From an optimization exercise on the open Yosys and OpenROAD flow, aimed at small area and a short achievable clock period; shortcuts taken in it are not production practice. Function was checked by simulation only, so behaviour that the tests miss may differ from the original. Power figures rest on the tool's default switching activity, not on a simulated workload.

===== flow/design.v =====
package aluOpPkg;
    typedef enum logic [2-1:0] {
        UNIT_NONE  = 2'b00,
        UNIT_ARITH = 2'b01,
        UNIT_LOGIC = 2'b10,  
        UNIT_BITS  = 2'b11   
    } aluUnit_e;
    typedef enum logic [2+4-1:0] {
        ALU_NOP    = 6'h00,
        ALU_ADD    = 6'h10,
        ALU_SUB    = 6'h11,
        ALU_INCA   = 6'h12,
        ALU_DECA   = 6'h13,
        ALU_NEG    = 6'h14,
        ALU_ABS    = 6'h15,
        ALU_SLT    = 6'h16,
        ALU_SLTU   = 6'h17,
        ALU_MIN    = 6'h18,
        ALU_MINU   = 6'h19,
        ALU_MAX    = 6'h1a,
        ALU_MAXU   = 6'h1b,  
        ALU_AND    = 6'h20,
        ALU_OR     = 6'h21,
        ALU_XOR    = 6'h22,
        ALU_NAND   = 6'h23,
        ALU_NOR    = 6'h24,
        ALU_XNOR   = 6'h25,
        ALU_ANDN   = 6'h26,
        ALU_ORN    = 6'h27,
        ALU_XORN   = 6'h28,
        ALU_NOT    = 6'h29,
        ALU_SLL    = 6'h30,
        ALU_SRL    = 6'h31,
        ALU_SRA    = 6'h32,
        ALU_ROL    = 6'h33,
        ALU_ROR    = 6'h34,
        ALU_CLZ    = 6'h35,
        ALU_CTZ    = 6'h36,
        ALU_PCNT   = 6'h37,
        ALU_BITREV = 6'h38,
        ALU_BSWAP  = 6'h39
    } aluOp_e;
    typedef struct packed {
        aluUnit_e                   unit;
        logic [4-1:0] func;
    } aluOpFields_s;
    typedef union packed {
        aluOp_e       op;
        aluOpFields_s fields;
    } aluOpWord_u;
    localparam int arithFuncCount = 12;
    localparam int logicFuncCount = 10;
    localparam int bitsFuncCount  = 10;
    function automatic logic [2-1:0] unitOf(
            input logic [2+4-1:0] word);
        logic [2-1:0] unit;
        logic [4-1:0] func;
        logic                       known;
        unit = word[4 +: 2];
        func = word[4-1:0];
        case (unit)
            UNIT_ARITH: known = func < arithFuncCount;
            UNIT_LOGIC: known = func < logicFuncCount;
            UNIT_BITS:  known = func < bitsFuncCount;
            default:    known = 1'b0;
        endcase
        unitOf = known ? unit : UNIT_NONE;
    endfunction
endpackage
package aluResultPkg;
    typedef struct packed {
        logic carryOut;    
        logic overflow;
        logic evenParity;  
        logic oddParity;
        logic sign;
        logic zero;
    } aluFlags_s;
    typedef struct packed {
        logic [32-1:0] opA;
        logic [32-1:0] opB;
        logic                  cIn;
        logic [2+4-1:0] op;  
    } aluRequest_s;
    typedef struct packed {
        logic [32-1:0] value;
        logic                  carryOut;
        logic                  overflow;
    } unitResult_s;
    typedef struct packed {
        logic [32-1:0] result;
        aluFlags_s             flags;
        logic                  outValid;
    } aluResponse_s;
endpackage
import aluOpPkg::*;
module ArithmeticOps (
    input  logic [2+4-1:0] op,  
    input  logic [32-1:0]     opA,
    input  logic [32-1:0]     opB,
    input  logic                      cIn,
    output aluResultPkg::unitResult_s res
);
    localparam int msb = 32 - 1;
    logic [32-1:0] addB;
    logic [32-1:0] addBEff;
    logic [32-1:0] addSum;
    logic [32-1:0] negA;
    logic                  addCin;
    logic                  addSub;
    logic                  rawCarry;
    logic                  addCarry;
    logic                  addOverflow;
    logic                  lessSigned;
    logic                  lessUnsigned;
    always_comb begin
        addB   = opB;
        addCin = cIn;
        addSub = 1'b0;
        case (op)
            ALU_SUB: begin
                addSub = 1'b1;
            end
            ALU_INCA: begin
                addB   = 32'(1);
                addCin = 1'b0;
            end
            ALU_DECA: begin
                addB   = 32'(1);
                addCin = 1'b0;
                addSub = 1'b1;
            end
            default: ;
        endcase
    end
    assign addBEff = addSub ? ~addB : addB;
    assign {rawCarry, addSum} = {1'b0, opA} + {1'b0, addBEff}
                              + (32+1)'(addSub ^ addCin);
    assign addCarry    = rawCarry ^ addSub;  
    assign addOverflow = (opA[msb] == addBEff[msb]) && (addSum[msb] != opA[msb]);
    assign negA = ~opA + 32'(1);
    assign lessSigned   = $signed(opA) < $signed(opB);
    assign lessUnsigned = opA < opB;
    always_comb begin
        res = '0;
        case (op)
            ALU_ADD, ALU_SUB, ALU_INCA, ALU_DECA: begin
                res.value    = addSum;
                res.carryOut = addCarry;
                res.overflow = addOverflow;
            end
            ALU_NEG: begin
                res.value = negA;
            end
            ALU_ABS: begin
                res.value = opA[msb] ? negA : opA;
                res.overflow = opA[msb] & negA[msb];
            end
            ALU_SLT: begin
                res.value = 32'(lessSigned);
            end
            ALU_SLTU: begin
                res.value = 32'(lessUnsigned);
            end
            ALU_MIN: begin
                res.value = lessSigned ? opA : opB;
            end
            ALU_MINU: begin
                res.value = lessUnsigned ? opA : opB;
            end
            ALU_MAX: begin
                res.value = lessSigned ? opB : opA;
            end
            ALU_MAXU: begin
                res.value = lessUnsigned ? opB : opA;
            end
            default: ;  
        endcase
    end
endmodule
import aluOpPkg::*;
module LogicOps (
    input  logic [2+4-1:0] op,  
    input  logic [32-1:0]     opA,
    input  logic [32-1:0]     opB,
    output aluResultPkg::unitResult_s res
);
    localparam int countWidth = $clog2(32 + 1);
    logic [5-1:0] shamt;
    logic [2*32-1:0]     rotLeft;
    logic [2*32-1:0]     rotRight;
    logic [32-1:0]       bitRev;
    logic [32-1:0]       byteSwap;
    logic [countWidth-1:0]       leadZeros;
    logic [countWidth-1:0]       trailZeros;
    logic [countWidth-1:0]       onesCount;
    assign shamt = opB[5-1:0];
    assign rotLeft  = {opA, opA} << shamt;
    assign rotRight = {opA, opA} >> shamt;
    always_comb begin
        for (int i = 0; i < 32; i++) begin
            bitRev[i] = opA[32 - 1 - i];
        end
        for (int i = 0; i < 32 / 8; i++) begin
            byteSwap[8*i +: 8] = opA[32 - 8 - 8*i +: 8];
        end
    end
    always_comb begin
        leadZeros  = countWidth'(32);  
        trailZeros = countWidth'(32);
        onesCount  = '0;
        for (int i = 0; i < 32; i++) begin
            if (opA[i]) begin
                leadZeros = countWidth'(32 - 1 - i);
            end
            if (opA[32 - 1 - i]) begin
                trailZeros = countWidth'(32 - 1 - i);
            end
            onesCount = onesCount + countWidth'(opA[i]);
        end
    end
    always_comb begin
        res = '0;  
        case (op)
            ALU_AND: begin
                res.value = opA & opB;
            end
            ALU_OR: begin
                res.value = opA | opB;
            end
            ALU_XOR: begin
                res.value = opA ^ opB;
            end
            ALU_NAND: begin
                res.value = ~(opA & opB);
            end
            ALU_NOR: begin
                res.value = ~(opA | opB);
            end
            ALU_XNOR: begin
                res.value = ~(opA ^ opB);
            end
            ALU_ANDN: begin
                res.value = opA & ~opB;
            end
            ALU_ORN: begin
                res.value = opA | ~opB;
            end
            ALU_XORN: begin
                res.value = opA ^ ~opB;
            end
            ALU_NOT: begin
                res.value = ~opA;
            end
            ALU_SLL: begin
                res.value = opA << shamt;
            end
            ALU_SRL: begin
                res.value = opA >> shamt;
            end
            ALU_SRA: begin
                res.value = $signed(opA) >>> shamt;
            end
            ALU_ROL: begin
                res.value = rotLeft[2*32-1:32];
            end
            ALU_ROR: begin
                res.value = rotRight[32-1:0];
            end
            ALU_CLZ: begin
                res.value = 32'(leadZeros);
            end
            ALU_CTZ: begin
                res.value = 32'(trailZeros);
            end
            ALU_PCNT: begin
                res.value = 32'(onesCount);
            end
            ALU_BITREV: begin
                res.value = bitRev;
            end
            ALU_BSWAP: begin
                res.value = byteSwap;
            end
            default: ;
        endcase
    end
endmodule
import aluOpPkg::*;
import aluResultPkg::*;
module ResultStage (
    input  logic                       clk,
    input  logic                       reset,
    input  logic                       enable,
    input  logic [2-1:0] unit,  
    input  aluResultPkg::unitResult_s  arith,
    input  aluResultPkg::unitResult_s  logical,
    output aluResultPkg::aluResponse_s rsp
);
    aluResultPkg::unitResult_s  chosen;
    logic                       evenParity;
    logic [6-1:0] flagWord;
    always_comb begin
        chosen = '0;
        case (unit)
            UNIT_ARITH: begin
                chosen = arith;
            end
            UNIT_LOGIC, UNIT_BITS: begin
                chosen.value = logical.value;  
            end
            default: ;
        endcase
    end
    assign evenParity = ~^chosen.value;
    always_comb begin
        if (unit == UNIT_NONE) begin
            flagWord = '0;  
        end else begin
            flagWord = {chosen.carryOut, chosen.overflow, evenParity, ~evenParity,
                        chosen.value[32-1], ~|chosen.value};
        end
    end
    always_ff @(posedge clk) begin
        if (reset) begin
            rsp <= '0;
        end else begin
            rsp.outValid <= enable;
            if (enable) begin
                rsp.result <= chosen.value;
                rsp.flags  <= flagWord;
            end
        end
    end
endmodule
import aluOpPkg::*;
import aluResultPkg::*;
module ALU (
    input  logic                       clk,
    input  logic                       reset,
    input  logic                       enable,
    input  aluResultPkg::aluRequest_s  req,
    output aluResultPkg::aluResponse_s rsp
);
    aluResultPkg::unitResult_s arithRes;
    aluResultPkg::unitResult_s logicRes;
    logic [2-1:0] unit;  
    assign unit = aluOpPkg::unitOf(req.op);
    ArithmeticOps arithmeticOps (
        .op (req.op),
        .opA(req.opA),
        .opB(req.opB),
        .cIn(req.cIn),
        .res(arithRes)
    );
    LogicOps logicOps (
        .op (req.op),
        .opA(req.opA),
        .opB(req.opB),
        .res(logicRes)
    );
    ResultStage resultStage (
        .clk    (clk),
        .reset  (reset),
        .enable (enable),
        .unit   (unit),
        .arith  (arithRes),
        .logical(logicRes),
        .rsp    (rsp)
    );
endmodule
module alu_top (
    input  logic                       clk,
    input  logic                       reset,
    input  logic                       enable,
    input  logic [2+4-1:0] op,
    input  logic [32-1:0]      opA,
    input  logic [32-1:0]      opB,
    input  logic                       cIn,
    output logic [32-1:0]      result,
    output logic [6-1:0] flags,
    output logic                       outValid
);
    aluResultPkg::aluRequest_s  req;
    aluResultPkg::aluResponse_s rsp;
    assign req.opA = opA;
    assign req.opB = opB;
    assign req.cIn = cIn;
    assign req.op  = op;
    ALU alu (
        .clk   (clk),
        .reset (reset),
        .enable(enable),
        .req   (req),
        .rsp   (rsp)
    );
    assign result   = rsp.result;
    assign flags    = rsp.flags;
    assign outValid = rsp.outValid;
endmodule

===== flow/run.sh =====
#!/bin/bash
# synth_recipe.tcl (not shown) runs the flow's synth.tcl, then flattens the netlist and writes it again
# the make line also repeats each setting of config.mk as NAME=value (left out here)
make -C /OpenROAD-flow-scripts/flow DESIGN_CONFIG=/design/flow/config.mk WORK_HOME=/design/flow/orfs CLKGATE_MAP_FILE= SYNTH_SCRIPT=/design/flow/synth_recipe.tcl finish

===== flow/config.mk =====
export PLATFORM = sky130hd
export DESIGN_NAME = alu_top
export DESIGN_NICKNAME = alu_top
export VERILOG_FILES = /design/flow/design.v
export SDC_FILE = /design/flow/constraint.sdc
export NUM_CORES = 4
export LEC_CHECK = 0
export CAP_MARGIN = 20
export CORE_MARGIN = 2
export CORE_UTILIZATION = 40
export SLEW_MARGIN = 20

===== flow/constraint.sdc =====
create_clock -name core_clock -period 10.5 [get_ports {clk}]
set_input_delay 2.1000 -clock core_clock [delete_from_list [all_inputs] [get_ports {clk}]]
set_output_delay 2.1000 -clock core_clock [all_outputs]
set_load 0.01 [all_outputs]

==> run notes <==
## cells in the final DEF, fill, tap and decap left out, types with 24 or more instances in the layout
| cell | instances |
|---|---|
| fa_1 | 26 |
| mux2i_1 | 59 |
| buf_4 | 116 |
| nor4_1 | 46 |
| inv_1 | 101 |
| o22ai_1 | 28 |
| a221oi_1 | 24 |
| nor2_1 | 283 |
| nand3_1 | 61 |
| xor2_1 | 44 |
| ha_1 | 187 |
| xnor2_1 | 42 |
| nand2_1 | 217 |
| mux4_2 | 76 |
| dfxtp_1 | 39 |
| clkdlybuf4s50_1 | 105 |
| a211oi_1 | 61 |
| a21oi_1 | 170 |
| a22oi_1 | 29 |
| nor3_1 | 45 |
| o21ai_0 | 126 |
| nand4_1 | 35 |
| mux2_2 | 24 |
| o211ai_1 | 36 |
## synthesized netlist by cell type (all sizes together) (10+ instances only)
cell type,count
a2111oi,28
a211o,10
a211oi,65
a21o,20
a21oi,170
a221oi,34
a22o,16
a22oi,29
a31oi,14
and2,16
and3,15
buf,70
clkbuf,154
dfxtp,39
fa,26
ha,187
inv,106
mux2,24
mux2i,59
mux4,76
nand2,220
nand2b,22
nand3,62
nand4,35
nor2,288
nor2b,15
nor3,48
nor4,50
o2111ai,22
o211ai,36
o21a,12
o21ai,134
o221ai,22
o22ai,28
o2bb2ai,16
o31ai,10
o32ai,13
or3,15
xnor2,42
xor2,44
## metrics by stage
step | worst slack, ns | std cells | utilization [%] | hold WS (ns)
finish | 0.688 | 3027 | 44.7 | 0.484
global route | 0.510 | 3022 | 44.6 | 0.500
CTS | 0.876 | 3022 | 44.6 | 0.482
global placement | 0.699 | 3014 | 44.3 | 0.468
detailed placement | 0.601 | 3014 | 44.3 | 0.474
floorplan | 1.60 | 2422 | - | 0.486
## critical path, stage by stage
cell and delay [ns]:
clkdlybuf4s50_1 0.67, fa_1 0.63, inv_1 0.06, fa_1 0.51, inv_1 0.05, fa_1 0.47, inv_1 0.05, fa_1 0.47
fa_1 0.49, fa_1 0.49, inv_1 0.04, ha_1 0.20, fa_1 0.40, xor2_1 0.18, a22oi_1 0.16, nand2_1 0.07
nor4b_1 0.60, nand3_1 0.12, or4_1 0.59, a221oi_2 0.35, ha_1 0.31, xnor2_1 0.20, xnor2_1 0.17, xnor2_1 0.16
xnor2_1 0.17, nor2_1 0.06, a21oi_1 0.12, nor2_1 0.06
## layout make-up
type / count / area, µm² / area share (%)
antenna: 5 / 12.5 / 0.0636
clock buffer: 7 / 133 / 0.675
inverter: 107 / 402 / 2.04
timing repair buffer: 224 / 1940 / 9.85
multi-input combinational: 2052 / 15600 / 79.6
sequential: 39 / 781 / 3.97
tap: 592 / 741 / 3.77
clock inverter: 1 / 5.00 / 0.0255
## cell families after synthesis
group,count (synthesis)
xor gates and xnor gates,86
DFF,39
muxes,159
adders and majority gates,213
AOI/OAI and AO/OA,765
and+or+nand+nor,829
buffers and inverters,331
## path summary, 6_finish.rpt
check                           from                 endpoint  cells after the start
min reg2reg  alu.resultStage.rsp[16]  alu.resultStage.rsp[16]                      2
max reg2reg   alu.resultStage.rsp[8]   alu.resultStage.rsp[8]                      2
min          alu.resultStage.rsp[16]  alu.resultStage.rsp[16]                      2
max                          opA[19]   alu.resultStage.rsp[4]                     28
## report_power, final
group	switching [mW]	internal, mW	leakage (nW)
Combinational	0.893	0.543	7.23
Sequential	0.00837	0.161	0.323
Clock	0.0624	0.0879	0.0679
Total	0.963	0.792	7.62
## per-layer routing
| metal | track usage, % | vias to the layer above | wire (µm) | part of all wire (%) |
|---|---|---|---|---|
| li1 | - | 9171 | - | - |
| met1 | 63.5 | 11000 | 45100 | 38 |
| met2 | 70.8 | 1999 | 47100 | 39 |
| met3 | 19.5 | 540 | 17400 | 15 |
| met4 | 31.1 | 6 | 9760 | 8.2 |
| met5 | 0.729 | - | 100 | 0.084 |
==> parameters.txt <==
Parameter                              Value

Outcome
  Outcome ... no timing/DRC/antenna violations

Clock tree
  Max clock buf depth ... 2
  Clock input transition at the sequential cells of the worst setup and hold paths ... roughly 0.060 ns
  CTS resizes ... 0
  Clock tree from TritonCTS ... done
  Number of buffers added for setup after CTS ... 0
  Cts hold-fix bufs ... 0
  CTS H-Tree Depth ... 2
  Cell at the root of the clock tree ... clkbuf_16
  Clock Sinks ... 39
  Clock buffer count from CTS ... 5
  Source-to-sink clock delay at the later pin of the worst-skew pair ... approximately 0.29 ns

Placement
  Count of input and output buffers ... between 100 and 150
  Post-DP Area ... just under 20,000 µm²
  Half-perimeter wire length after placement ... 87.0 mm
  Weighted congestion at the end of routability-driven global placement ... between 1 and 1.5

Synth
  Top cell type by total area after synthesis ... ha_1
  Most instantiated flip-flop cell in the synthesis netlist ... dfxtp_1
  Syn Nets ... roughly 2,700
  Xor/xnor cell area share of the yosys netlist ... under 10%
  Post-Synth Adder-Cell Area ... roughly 16%
  Mux cell area share after synthesis ... ~15%
  Cell area after synthesis ... around 18,000 µm²
  Top post-synthesis cells by area ... ha_1 13%, mux4_2 9.6%, nor2_1 6.1%
  Simple logic cell fraction of the synthesized area ... between 20 and 25%
  Number of enable flip-flop cells after synthesis ... 0
  Proportion of synthesized chip area in sequential cells ... under 10%
  Fraction of registers with async set or reset after synthesis ... 0%
  Synthesis-stage register bit count ... 39
  Synth Instances ... approximately 2,400
  Count of unique library cells instantiated by Yosys ... between 100 and 150
  Top-area cell type share of the netlist area ... 13.2%
  Largest family of logic cells by synthesized area ... compound AO/OA/AOI/OAI gates
  Number of warnings reported in the yosys synthesis log ... 4
  Compound-gate portion of the synthesized area ... 30.7%
  Mean Syn Cell Area ... ~7.3 µm²

Flow run
  Number of max-capacitance violations reported ... 0

STA
  Part of the cycle the worst path needs ... 93.4%
  Max-slew violation count ... 0
  Largest clock skew in the final design ... 0 ns
  Total negative slack ... 0 ns
  Hold Vio Cnt, Final ... 0
  Slew at the pin closest to its max-slew limit ... about 1.3 ns
  Post-layout min period ... about 9.8 ns
  Endpoints failing setup ... 0
  Max Clock Freq ... 0.102 GHz
  Unrepaired setup endpoints after global routing ... no
  Headroom to the max-slew limit ... 9.27%

GRT
  Antenna violations before repair ... 10
  Number of global-route vias before repair ... 21,300
  Largest net degree at the start of global routing ... 71
  GRT Resource Usage Total ... 50.1%
  Wire length of the first global-routing pass ... ~170 mm
  Overall overflow remaining after global route ... 0

Power and ir drop
  Total leakage power ... about 7.6 nW
  Worst ir drop on vdd ... about 0.00012 V
  Post-layout power ... around 1.8 mW
  Power density over the cells ... a little under 90 nW/µm²

Detailed routing
  Overall via count from detail_route ... approximately 23,000
  Total wire length after detailed routing ... 119 mm
  # DRC ... 0
  Number of iterations in the first detailed-routing pass ... 7
  Via density per instance ... 7.51
  Residual antenna-violating net count after detailed routing ... 0
  Starting DRC count in detailed routing ... between 4,000 and 5,000
  Wirelength per Cell ... 39.5 µm

Final layout
  Relative area change from synthesis to final layout ... 10.8%
  Register with the most flip-flops ... alu.resultStage.rsp
  Fin area ... ~20,000 µm²
  Max reg flops ... 39
  Net count, final ... 2,716
  Ratio of cells with drive above 1 in the final layout ... approximately an eighth
  Registers with the most flip-flops ... alu.resultStage.rsp (39)
  Number of inserted filler cells in the final layout ... approximately 4,600

Hold path
  Path class of the lowest-slack min-delay path ... reg2reg

Critical path
  CP max FO ... 2
  Worst endpoint required time ... about 11 ns
  Setup slack of the worst register-to-register path ... between 9 and 10 ns
  Arrival time worst endpoint ... roughly 10 ns
  Worst setup SP type ... primary input
  Critical path class ... in2reg
  Crit path capture type ... flip-flop

Floorplan
  Die height ... ~210 µm
  Placeable core region ... between 40,000 and 50,000 µm²
  Horizontal extent of the die ... between 200 and 250 µm
  Floorplan die area ... approximately 46,000 µm²
  Std cell rows ... 77
  Count of pins on the block boundary ... between 100 and 150
  Initial Utilization ... approximately two fifths

[separate check: timing with driven ports]
How much do the figures lean on ideal ports? The routed layout below was timed once more, with nothing changed but the port constraints.
Step 1 assumes that a clkbuf_16 drives the clock port and a buf_2 every other input.
Step 2 adds t to the input delays and takes it off the output delays; t is the mean of the earliest and latest rising clock arrival at the registers after step 1. Input paths then give back, and output paths get back, about the clock's delay inside the block.
Slacks: ideal ports / drivers / drivers and shift; pairs: ideal ports / drivers.
shift t [ns]: 0.322
setup WS [ns]: 0.688 / 0.700 / 0.378
worst hold slack (ns): 0.484 / 0.484 / 0.484
slew at the worst register clock pin (ns): 0.06 / 0.06
worst data-port slew with drivers (ns): 0.07
After both steps this run still meets setup and hold. For this run, drivers alone change the setup slack by +0.012 ns; drivers and shift together by -0.310 ns.
